Source: an optimization exercise on an open RTL-to-GDS flow (aim: small area and a short achievable clock period). Production flows keep margins and buffers that such runs may drop.
Function was checked by simulation only, so behaviour that the tests miss may differ from the original.
Power figures rest on the tool's default switching activity, not on a simulated workload.

[flow/config.mk]
export PLATFORM = sky130hd
export DESIGN_NAME = pe_with_buffers
export DESIGN_NICKNAME = pe_with_buffers
export VERILOG_FILES = /design/flow/design.v
export SDC_FILE = /design/flow/constraint.sdc
export NUM_CORES = 4
export LEC_CHECK = 0
export CAP_MARGIN = 20
export CORE_MARGIN = 2
export CORE_UTILIZATION = 40
export PLACE_DENSITY = 0.6
export SLEW_MARGIN = 20
[flow/constraint.sdc]
create_clock -name core_clock -period 10.0 [get_ports {clk}]
set_input_delay 2.0000 -clock core_clock [delete_from_list [all_inputs] [get_ports {clk}]]
set_output_delay 2.0000 -clock core_clock [all_outputs]
set_load 0.01 [all_outputs]
[flow/design.v]
package pe_ctrl_pkg;
    typedef enum logic [3-1:0] {
        REG_KERNEL = 0,
        REG_BIAS   = 1,
        REG_CHAN   = 2,
        REG_CMD    = 3,
        REG_PIXEL  = 4,
        REG_STATUS = 5
    } pe_reg_e;
    localparam int CHAN_FIRST_BIT = 0;
    localparam int CHAN_LAST_BIT  = 1;
    localparam int CMD_LOAD_BIT   = 0;
    localparam int CMD_MID_BIT    = 1;
    localparam int CMD_LAST_BIT   = 2;
    localparam int STAT_READY_BIT = 0;
    localparam int STAT_IDLE_BIT  = 1;
    typedef struct packed {
        logic load_kernel;
        logic mid_row;
        logic last_row;
        logic first_chan;
        logic last_chan;
    } pe_cmd_t;
    typedef struct packed {
        logic wr_kernel;
        logic row_start;
        logic buf_we;
        logic cnt_en;
        logic cnt_rst_n;
        logic add_bias;
        logic stream_valid;
        logic stream_last;
    } pe_ctrl_t;
endpackage
package pe_data_pkg;
    typedef logic signed [8-1:0] pixel_t;
    typedef logic signed [8-1:0] weight_t;
    typedef weight_t [3-1:0] kernel_t;
    typedef logic signed [24-1:0] psum_t;
    typedef struct packed {
        psum_t data;
        logic  last;
    } pe_beat_t;
endpackage
module pe_wb_regs (
    input  logic                      clk,
    input  logic                      rst_n,
    input  logic                      cyc,
    input  logic                      stb,
    input  logic                      we,
    input  logic [3-1:0]  adr,
    input  logic [31:0]               dat_w,
    output logic [31:0]               dat_r,
    output logic                      ack,
    input  logic                      row_active,
    input  logic                      idle,
    input  logic                      ready,
    output pe_ctrl_pkg::pe_cmd_t      cmd,
    output pe_data_pkg::kernel_t      kernel,
    output pe_data_pkg::psum_t        bias,
    output logic                      pixel_valid,
    output pe_data_pkg::pixel_t       pixel
);
    logic pending;
    logic is_pixel;
    logic accept;
    logic wr_acc;
    logic first_chan;
    logic last_chan;
    logic ready_flag;
    assign pending  = cyc && stb && !ack;
    assign is_pixel = we && (adr == pe_ctrl_pkg::REG_PIXEL);
    assign accept   = pending && (!is_pixel || row_active);
    assign wr_acc   = accept && we;
    assign cmd.load_kernel = wr_acc && (adr == pe_ctrl_pkg::REG_CMD) && dat_w[pe_ctrl_pkg::CMD_LOAD_BIT];
    assign cmd.mid_row     = wr_acc && (adr == pe_ctrl_pkg::REG_CMD) && dat_w[pe_ctrl_pkg::CMD_MID_BIT];
    assign cmd.last_row    = wr_acc && (adr == pe_ctrl_pkg::REG_CMD) && dat_w[pe_ctrl_pkg::CMD_LAST_BIT];
    assign cmd.first_chan  = first_chan;
    assign cmd.last_chan   = last_chan;
    assign pixel_valid = accept && is_pixel;
    assign pixel       = dat_w[8-1:0];
    always_ff @(posedge clk) begin
        if (!rst_n) begin
            ack        <= 1'b0;
            first_chan <= 1'b0;
            last_chan  <= 1'b0;
            ready_flag <= 1'b0;
        end else begin
            ack <= accept;
            if (cmd.load_kernel) begin
                ready_flag <= 1'b0;
            end else if (ready) begin
                ready_flag <= 1'b1;
            end
            if (wr_acc && adr == pe_ctrl_pkg::REG_CHAN) begin
                first_chan <= dat_w[pe_ctrl_pkg::CHAN_FIRST_BIT];
                last_chan  <= dat_w[pe_ctrl_pkg::CHAN_LAST_BIT];
            end
        end
    end
    always_ff @(posedge clk) begin
        if (wr_acc && adr == pe_ctrl_pkg::REG_KERNEL) begin
            kernel <= dat_w[3*8-1:0];
        end
        if (wr_acc && adr == pe_ctrl_pkg::REG_BIAS) begin
            bias <= dat_w[24-1:0];
        end
        if (accept && !we) begin
            dat_r <= '0;
            case (adr)
                pe_ctrl_pkg::REG_KERNEL: dat_r <= {{(32-3*8){1'b0}}, kernel};
                pe_ctrl_pkg::REG_BIAS:   dat_r <= {{(32-24){bias[24-1]}}, bias};
                pe_ctrl_pkg::REG_CHAN: begin
                    dat_r[pe_ctrl_pkg::CHAN_FIRST_BIT] <= first_chan;
                    dat_r[pe_ctrl_pkg::CHAN_LAST_BIT]  <= last_chan;
                end
                pe_ctrl_pkg::REG_STATUS: begin
                    dat_r[pe_ctrl_pkg::STAT_READY_BIT] <= ready_flag;
                    dat_r[pe_ctrl_pkg::STAT_IDLE_BIT]  <= idle;
                end
                default: ;
            endcase
        end
    end
endmodule
module pe_buffers_cu (
    input  logic                   clk,
    input  logic                   rst_n,
    input  pe_ctrl_pkg::pe_cmd_t   cmd,
    input  logic                   out_valid,
    input  logic                   row_done,
    output pe_ctrl_pkg::pe_ctrl_t  ctrl,
    output logic                   row_active,
    output logic                   idle,
    output logic                   ready
);
    typedef enum logic [3:0] {
        S_RESET         = 4'd0,
        S_IDLE          = 4'd1,
        S_LOAD          = 4'd2,
        S_READY         = 4'd3,
        S_WAIT_MID      = 4'd4,
        S_WRITE_MID     = 4'd5,
        S_WAIT_LAST     = 4'd6,
        S_WRITE_LAST    = 4'd7,
        S_RST_CNT       = 4'd8,
        S_IDLE_LC       = 4'd9,
        S_READY_LC      = 4'd10,
        S_WAIT_MID_LC   = 4'd11,
        S_WRITE_MID_LC  = 4'd12,
        S_WAIT_LAST_LC  = 4'd13,
        S_WRITE_LAST_LC = 4'd14,
        S_RST_CNT_LC    = 4'd15
    } state_e;
    state_e state;
    always_ff @(posedge clk) begin
        if (!rst_n) begin
            state <= S_RESET;
        end else begin
            case (state)
                S_RESET: state <= S_IDLE;
                S_IDLE: begin
                    if (cmd.load_kernel) begin
                        state <= S_LOAD;
                    end else if (cmd.mid_row) begin
                        state <= S_WAIT_MID;
                    end else if (cmd.last_row) begin
                        state <= S_WAIT_LAST;
                    end else if (cmd.last_chan) begin
                        state <= S_IDLE_LC;
                    end
                end
                S_LOAD:       state <= cmd.last_chan ? S_READY_LC : S_READY;
                S_READY:      state <= S_IDLE;
                S_WAIT_MID:   state <= S_WRITE_MID;
                S_WRITE_MID:  state <= row_done ? S_IDLE : S_WRITE_MID;
                S_WAIT_LAST:  state <= S_WRITE_LAST;
                S_WRITE_LAST: state <= row_done ? S_RST_CNT : S_WRITE_LAST;
                S_RST_CNT:    state <= S_IDLE;
                S_IDLE_LC: begin
                    if (cmd.load_kernel) begin
                        state <= S_LOAD;
                    end else if (cmd.mid_row) begin
                        state <= S_WAIT_MID_LC;
                    end else if (cmd.last_row) begin
                        state <= S_WAIT_LAST_LC;
                    end else if (!cmd.last_chan) begin
                        state <= S_IDLE;
                    end
                end
                S_READY_LC:      state <= S_IDLE_LC;
                S_WAIT_MID_LC:   state <= S_WRITE_MID_LC;
                S_WRITE_MID_LC:  state <= row_done ? S_IDLE_LC : S_WRITE_MID_LC;
                S_WAIT_LAST_LC:  state <= S_WRITE_LAST_LC;
                S_WRITE_LAST_LC: state <= row_done ? S_RST_CNT_LC : S_WRITE_LAST_LC;
                S_RST_CNT_LC:    state <= S_IDLE_LC;
                default:         state <= S_IDLE;
            endcase
        end
    end
    always_comb begin
        ctrl           = '0;
        ctrl.cnt_rst_n = 1'b1;
        row_active = 1'b0;
        idle       = 1'b0;
        ready      = 1'b0;
        case (state)
            S_RESET, S_RST_CNT, S_RST_CNT_LC: ctrl.cnt_rst_n = 1'b0;
            S_IDLE, S_IDLE_LC:                idle = 1'b1;
            S_LOAD:                           ctrl.wr_kernel = 1'b1;
            S_READY, S_READY_LC:              ready = 1'b1;
            S_WAIT_MID, S_WAIT_LAST, S_WAIT_MID_LC, S_WAIT_LAST_LC: begin
                ctrl.row_start = 1'b1;
                row_active     = !row_done;
            end
            S_WRITE_MID, S_WRITE_LAST: begin
                row_active    = !row_done;
                ctrl.buf_we   = out_valid;
                ctrl.cnt_en   = out_valid;
                ctrl.add_bias = cmd.first_chan;
            end
            S_WRITE_MID_LC, S_WRITE_LAST_LC: begin
                row_active        = !row_done;
                ctrl.buf_we       = out_valid;
                ctrl.cnt_en       = out_valid;
                ctrl.add_bias     = cmd.first_chan;
                ctrl.stream_valid = out_valid;
                ctrl.stream_last  = out_valid && (state == S_WRITE_LAST_LC);
            end
            default: ;
        endcase
    end
endmodule
module pe_mac_row (
    input  logic                  clk,
    input  logic                  rst_n,
    input  logic                  wr_kernel,
    input  logic                  row_start,
    input  pe_data_pkg::kernel_t  kernel,
    input  logic                  pixel_valid,
    input  pe_data_pkg::pixel_t   pixel,
    output logic                  out_valid,
    output pe_data_pkg::psum_t    product
);
    localparam int CNT_W = $clog2(3);
    logic [3*8-1:0] kern_q;
    pe_data_pkg::pixel_t           hist [3-1];
    logic [CNT_W-1:0] win_cnt;
    logic             win_full;
    pe_data_pkg::psum_t            tap_sum;
    logic [8-1:0]         tap [3];
    logic [8-1:0]         wgt [3];
    assign win_full = (win_cnt == CNT_W'(3 - 1));
    always_comb begin
        for (int i = 0; i < 3 - 1; i++) begin
            tap[i] = hist[i];
        end
        tap[3-1] = pixel;
        tap_sum = '0;
        for (int i = 0; i < 3; i++) begin
            wgt[i] = kern_q[i*8 +: 8];
            tap_sum = tap_sum
                    + {{(24-8){tap[i][8-1]}}, tap[i]}
                    * {{(24-8){wgt[i][8-1]}}, wgt[i]};
        end
    end
    always_ff @(posedge clk) begin
        if (wr_kernel) begin
            kern_q <= kernel;
        end
        if (pixel_valid) begin
            for (int i = 0; i < 3 - 2; i++) begin
                hist[i] <= hist[i+1];
            end
            hist[3-2] <= pixel;
        end
        if (pixel_valid && win_full) begin
            product <= tap_sum;
        end
    end
    always_ff @(posedge clk) begin
        if (!rst_n) begin
            win_cnt   <= '0;
            out_valid <= 1'b0;
        end else begin
            out_valid <= pixel_valid && win_full;
            if (row_start) begin
                win_cnt <= '0;
            end else if (pixel_valid && !win_full) begin
                win_cnt <= win_cnt + 1'b1;
            end
        end
    end
endmodule
module pe_output_buffer (
    input  logic                   clk,
    input  logic                   rst_n,
    input  pe_ctrl_pkg::pe_ctrl_t  ctrl,
    input  logic                   pixel_valid,
    input  pe_data_pkg::psum_t     product,
    input  pe_data_pkg::psum_t     bias,
    output logic                   row_done,
    output logic                   m_valid,
    output pe_data_pkg::pe_beat_t  m_beat
);
    localparam int DEPTH  = 4 * 8;
    localparam int ADDR_W = $clog2(DEPTH);
    localparam int COL_W  = $clog2(8 + 1);
    pe_data_pkg::psum_t             mem [DEPTH];
    pe_data_pkg::psum_t             rd_q;
    pe_data_pkg::psum_t             wr_data;
    logic [ADDR_W-1:0] wr_addr;
    logic [COL_W-1:0]  col;
    logic              last_col;
    assign row_done = (col == COL_W'(8));
    assign last_col = (col == COL_W'(8 - 1));
    assign wr_data = product + (ctrl.add_bias ? bias : rd_q);
    always_ff @(posedge clk) begin
        if (pixel_valid) begin
            rd_q <= mem[wr_addr];
        end
        if (ctrl.buf_we) begin
            mem[wr_addr] <= wr_data;
        end
        if (ctrl.stream_valid) begin
            m_beat.data <= wr_data;
            m_beat.last <= ctrl.stream_last && last_col;
        end
    end
    always_ff @(posedge clk) begin
        if (!rst_n) begin
            wr_addr <= '0;
            col     <= '0;
            m_valid <= 1'b0;
        end else begin
            m_valid <= ctrl.stream_valid;
            if (!ctrl.cnt_rst_n) begin
                wr_addr <= '0;
            end else if (ctrl.cnt_en) begin
                wr_addr <= wr_addr + 1'b1;
            end
            if (ctrl.row_start) begin
                col <= '0;
            end else if (ctrl.cnt_en) begin
                col <= col + 1'b1;
            end
        end
    end
endmodule
module pe_with_buffers (
    input  logic                      clk,
    input  logic                      rst_n,
    input  logic                      cyc,
    input  logic                      stb,
    input  logic                      we,
    input  logic [3-1:0]  adr,
    input  logic [31:0]               dat_w,
    output logic [31:0]               dat_r,
    output logic                      ack,
    output logic                      m_valid,
    output logic [24:0]       m_beat,
    output logic                      pe_ready,
    output logic                      pe_idle
);
    pe_ctrl_pkg::pe_cmd_t  cmd;
    pe_ctrl_pkg::pe_ctrl_t ctrl;
    pe_data_pkg::kernel_t  kernel;
    pe_data_pkg::psum_t    bias;
    pe_data_pkg::psum_t    product;
    pe_data_pkg::pixel_t   pixel;
    logic                  pixel_valid;
    logic                  out_valid;
    logic                  row_done;
    logic                  row_active;
    pe_data_pkg::pe_beat_t beat;
    assign m_beat = beat;
    pe_wb_regs u_regs (
        .clk(clk), .rst_n(rst_n),
        .cyc(cyc), .stb(stb), .we(we), .adr(adr),
        .dat_w(dat_w), .dat_r(dat_r), .ack(ack),
        .row_active(row_active), .idle(pe_idle), .ready(pe_ready),
        .cmd(cmd), .kernel(kernel), .bias(bias),
        .pixel_valid(pixel_valid), .pixel(pixel)
    );
    pe_buffers_cu u_cu (
        .clk(clk), .rst_n(rst_n), .cmd(cmd),
        .out_valid(out_valid), .row_done(row_done), .ctrl(ctrl),
        .row_active(row_active), .idle(pe_idle), .ready(pe_ready)
    );
    pe_mac_row u_mac (
        .clk(clk), .rst_n(rst_n),
        .wr_kernel(ctrl.wr_kernel), .row_start(ctrl.row_start), .kernel(kernel),
        .pixel_valid(pixel_valid), .pixel(pixel),
        .out_valid(out_valid), .product(product)
    );
    pe_output_buffer u_obuf (
        .clk(clk), .rst_n(rst_n), .ctrl(ctrl),
        .pixel_valid(pixel_valid), .product(product), .bias(bias),
        .row_done(row_done), .m_valid(m_valid), .m_beat(beat)
    );
endmodule
[flow/run.sh]
#!/bin/bash
# synth_recipe.tcl (not shown) runs the flow's synth.tcl, then flattens the netlist and writes it again
# the make line also repeats each setting of config.mk as NAME=value (left out here)
make -C /OpenROAD-flow-scripts/flow DESIGN_CONFIG=/design/flow/config.mk WORK_HOME=/design/flow/orfs CLKGATE_MAP_FILE= SYNTH_SCRIPT=/design/flow/synth_recipe.tcl finish
==> reports/metrics.csv <==
metric,value,unit
status,timing/DRC/antenna clean,
critPathKind,in -> reg,
ys_seq_area_share,63.39,%
cts_setup_buffers,0,
netlist-cell-type-count,69,
fin_crit_sh,81.73,%
layout-drive-gt1-share,16.83,%
path_buf_inv,6,
holdPathEnd,u_mac.kern_q[7],
grt_pass1_wl,168200,um
area_growth,14.66,%
cts_hold_buf,0,
worst_slew_pin_slew,1.107,ns
worstPathMaxFanout,11,
postSynthAreaPerCell,16.72,um2
num_rows,124,
core_area,114000,um2
sequentialPowerShare,39.9,%
clk_path_buf_depth,3,
skew,0.03211,ns
syn-num-nets,3099,
netlist_instances,2743,
drv_cap,0,
clk_latency,0.67,ns
p_leak,18.07,nW
cts_sinks,975,
hold_viol,0,
power_density,223.6,nW/um2
antenna_found_initial,2,
synth_flop_cell,edfxtp_1,
p_sw,3.573,mW
viasPerCell,5.424,
instances_no_fill,4507,
swShare,30.39,%
critPathTopFamily,adder cells,
place.gp.congestion,0.8377,
maxSlewHeadroom,26.04,%
p_clk_share,31.5,%
firstDrtPassIters,5,
wl_per_cell,25.20,um
grt_util_all_layers,19.56,%
portBuffers,92,
critPathLaunchType,primary input,
start_util,40.22,%
cts_root_buffer,clkbuf_16,
drtIter0Drc,2287,
yosys_warnings,7,
crit_required,10.41,ns
setup_viol,0,
cpMaxStageDelayCell,clkdlybuf4s50_1,
reg2reg_depth,24,
synth-edff-count,954,
final-max-slew-violation-count,0,
antenna_left,0,
max_freq,122.3,MHz
hpwl,73550,um
h-tree-depth,3,
die_x,342.6,um
fin_ws,1.827,ns
r2r-end,u_mac.product[16],
gr-total-overflow,0,
irDropWorstVdd,411.4,uV
min_from,u_regs.kernel[7],
clkSlewWorstSetupHoldPaths,0.06,ns
async_flop_share,0,%
grt_max_degree,70,
numCtsBuffers,98,
cell_internal_pwr,8.185,mW
max_stage_delay,0.76,ns
synth-seq-cells,975,
hold_depth,0,
fp.dieArea,117400,um2
synth.cell_area,45860,um2
tritoncts,done,
drc,0,
cts-resized-gates,0,
crit_path_end_kind,flip-flop,
worstPathArrival,8.58,ns
die_h,342.6,um
preCtsSetupSlack,1.096,ns
final_nets,3273,
first_global_vias,25837,
routed_wirelength,113600,um
rrSetupSlack,3.21,ns
dr_total_vias,24446,
post-route-min-period,8.173,ns
tns,0,ns
rr_startpoint,u_mac.hist[0][4],
power_frac_comb,28.6,%
dp.cells,4324,
worstHoldPathType,reg -> reg,
pin_count,101,
rsz0062_at_grt,false,
-- metal layers --
metal,wire length [um],GRT usage [%]
met1,45080,25.41
met2,56570,33.01
met3,7727,3.324
met4,4210,7.273
met5,0,0
-- area by class of cell --
class / count / area [um2]
fill: 9651 / 61450
tap: 1512 / 1892
antenna: 1 / 2.502
sequential: 975 / 29080
inverter: 299 / 1122
timing repair buffer: 169 / 1592
clock buffer: 120 / 2587
multi-input combinational: 1374 / 15640
clock inverter: 57 / 673.1
-- worst max path at each step --
stage | slack [ns] | depth (start not counted) | to | start
2_1_floorplan | 2.53 | 24 | u_mac.product[16] | dat_w[2]
3_3_place_gp | 1.11 | 25 | u_mac.product[16] | dat_w[6]
3_5_place_dp | 1.10 | 23 | u_mac.product[19] | dat_w[6]
4_1_cts | 1.76 | 23 | u_mac.product[21] | dat_w[6]
5_1_grt | 1.35 | 23 | u_mac.product[21] | dat_w[6]
6_report | 1.83 | 25 | u_mac.product[16] | dat_w[6]
-- cell usage after synthesis (8+ instances only) --
cell	number	area share [%]
edfxtp_1	954	62
inv_1	297	2.4
mux4_2	192	9.4
fa_1	183	8.0
ha_1	133	3.6
and2_1	123	1.7
a22oi_1	97	1.6
nor2_1	95	0.78
nand2_1	87	0.71
a21oi_1	73	0.80
xnor2_1	62	1.2
clkbuf_1	57	0.47
nand4_1	30	0.41
xor2_1	29	0.55
a21o_1	25	0.41
buf_2	25	0.27
a22o_1	21	0.40
dfxtp_1	21	0.92
nor2b_1	21	0.29
mux2_1	20	0.49
o21ai_0	20	0.22
nand3_1	18	0.20
nand2b_1	17	0.23
o21ai_1	14	0.15
nor3_1	10	0.11
o21bai_1	8	0.13
-- layout by cell type, fill, tap and decap left out, types with 7 or more instances in the layout --
cell / netlist / routed
nor2_2: 0 / 23
nand3_1: 18 / 18
clkbuf_1: 57 / 19
nand4_1: 30 / 30
xnor2_2: 0 / 12
nand2_1: 87 / 87
o21ai_1: 14 / 14
buf_4: 7 / 71
o21a_1: 7 / 7
and2_1: 123 / 121
edfxtp_1: 954 / 954
nor2_4: 0 / 14
ha_1: 133 / 132
a21o_1: 25 / 25
dfxtp_1: 21 / 19
o21bai_1: 8 / 8
clkinvlp_4: 0 / 7
nor2_1: 95 / 58
mux4_2: 192 / 192
o21ai_0: 20 / 20
fa_1: 183 / 182
bufinv_16: 0 / 12
nor2b_1: 21 / 21
nand2b_1: 17 / 17
a21oi_1: 73 / 73
a22o_1: 21 / 21
clkbuf_16: 0 / 100
inv_1: 297 / 296
clkinv_1: 1 / 22
mux2_1: 20 / 20
clkdlybuf4s50_1: 0 / 92
xnor2_1: 62 / 49
clkinv_2: 0 / 12
xor2_1: 29 / 24
a22oi_1: 97 / 97
-- cells by family after synthesis --
logic type	share of synthesized area [%]
compound gates	4.723
xor+xnor	1.738
fa+ha+maj	11.64
buf+inv	3.350
flops	63.39
mux	10.18
simple gates	4.987
-- flip-flops by register name, summed over array words and instances, names as in the netlist --
register,count
u_obuf.mem,768
u_obuf.m_beat,25
u_regs.dat_r,25
u_mac.kern_q,24
u_mac.product,24
u_obuf.rd_q,24
u_regs.bias,24
u_regs.kernel,24
u_mac.hist,16
u_obuf.wr_addr,5
u_cu.state,4
u_obuf.col,4
u_mac.win_cnt,2
u_mac.out_valid,1
u_obuf.m_valid,1
u_regs.ack,1
u_regs.first_chan,1
u_regs.last_chan,1
u_regs.ready_flag,1
-- per-stage QoR --
step | hold slack, ns | cell area, um2 | power [mW] | utilization (%)
floorplan | 0.4267 | 45860 | 7.284 | -
global placement | 0.4340 | 49150 | 8.081 | 43.10
detailed placement | 0.4379 | 49190 | 8.088 | 43.14
CTS | 0.4512 | 52460 | 11.85 | 46.00
global route | 0.4634 | 52580 | 12.43 | 46.11
finish | 0.4519 | 52580 | 11.76 | 46.11
-- power by group through the flow --
stage / clock network [mW] / logic (mW) / registers, mW
finish: 3.70 / 3.36 / 4.69
detailed placement: 0 / 3.31 / 4.78
global placement: 0 / 3.30 / 4.78
CTS: 3.77 / 3.38 / 4.69
floorplan: 0 / 2.51 / 4.77
global route: 3.92 / 3.82 / 4.69

## re-timing with driven ports
How much do the figures lean on ideal ports? The routed layout below was timed once more, with nothing changed but the port constraints.
Step 1 assumes that a clkbuf_16 drives the clock port and a buf_2 every other input.
Step 2 also shifts input and output timing later by t, the mid clock arrival at the registers, as if the neighbouring blocks saw the same clock.
Slacks: ideal ports / drivers / drivers and shift; pairs: ideal ports / drivers.
t, ns: 0.722
slack for setup (ns): 1.827 / 1.866 / 1.144
worst slew at a driven data input, ns: 0.05
After both steps this run still meets setup and hold. The setup slack of this run moves by +0.039 ns with the drivers and by -0.683 ns with both steps.
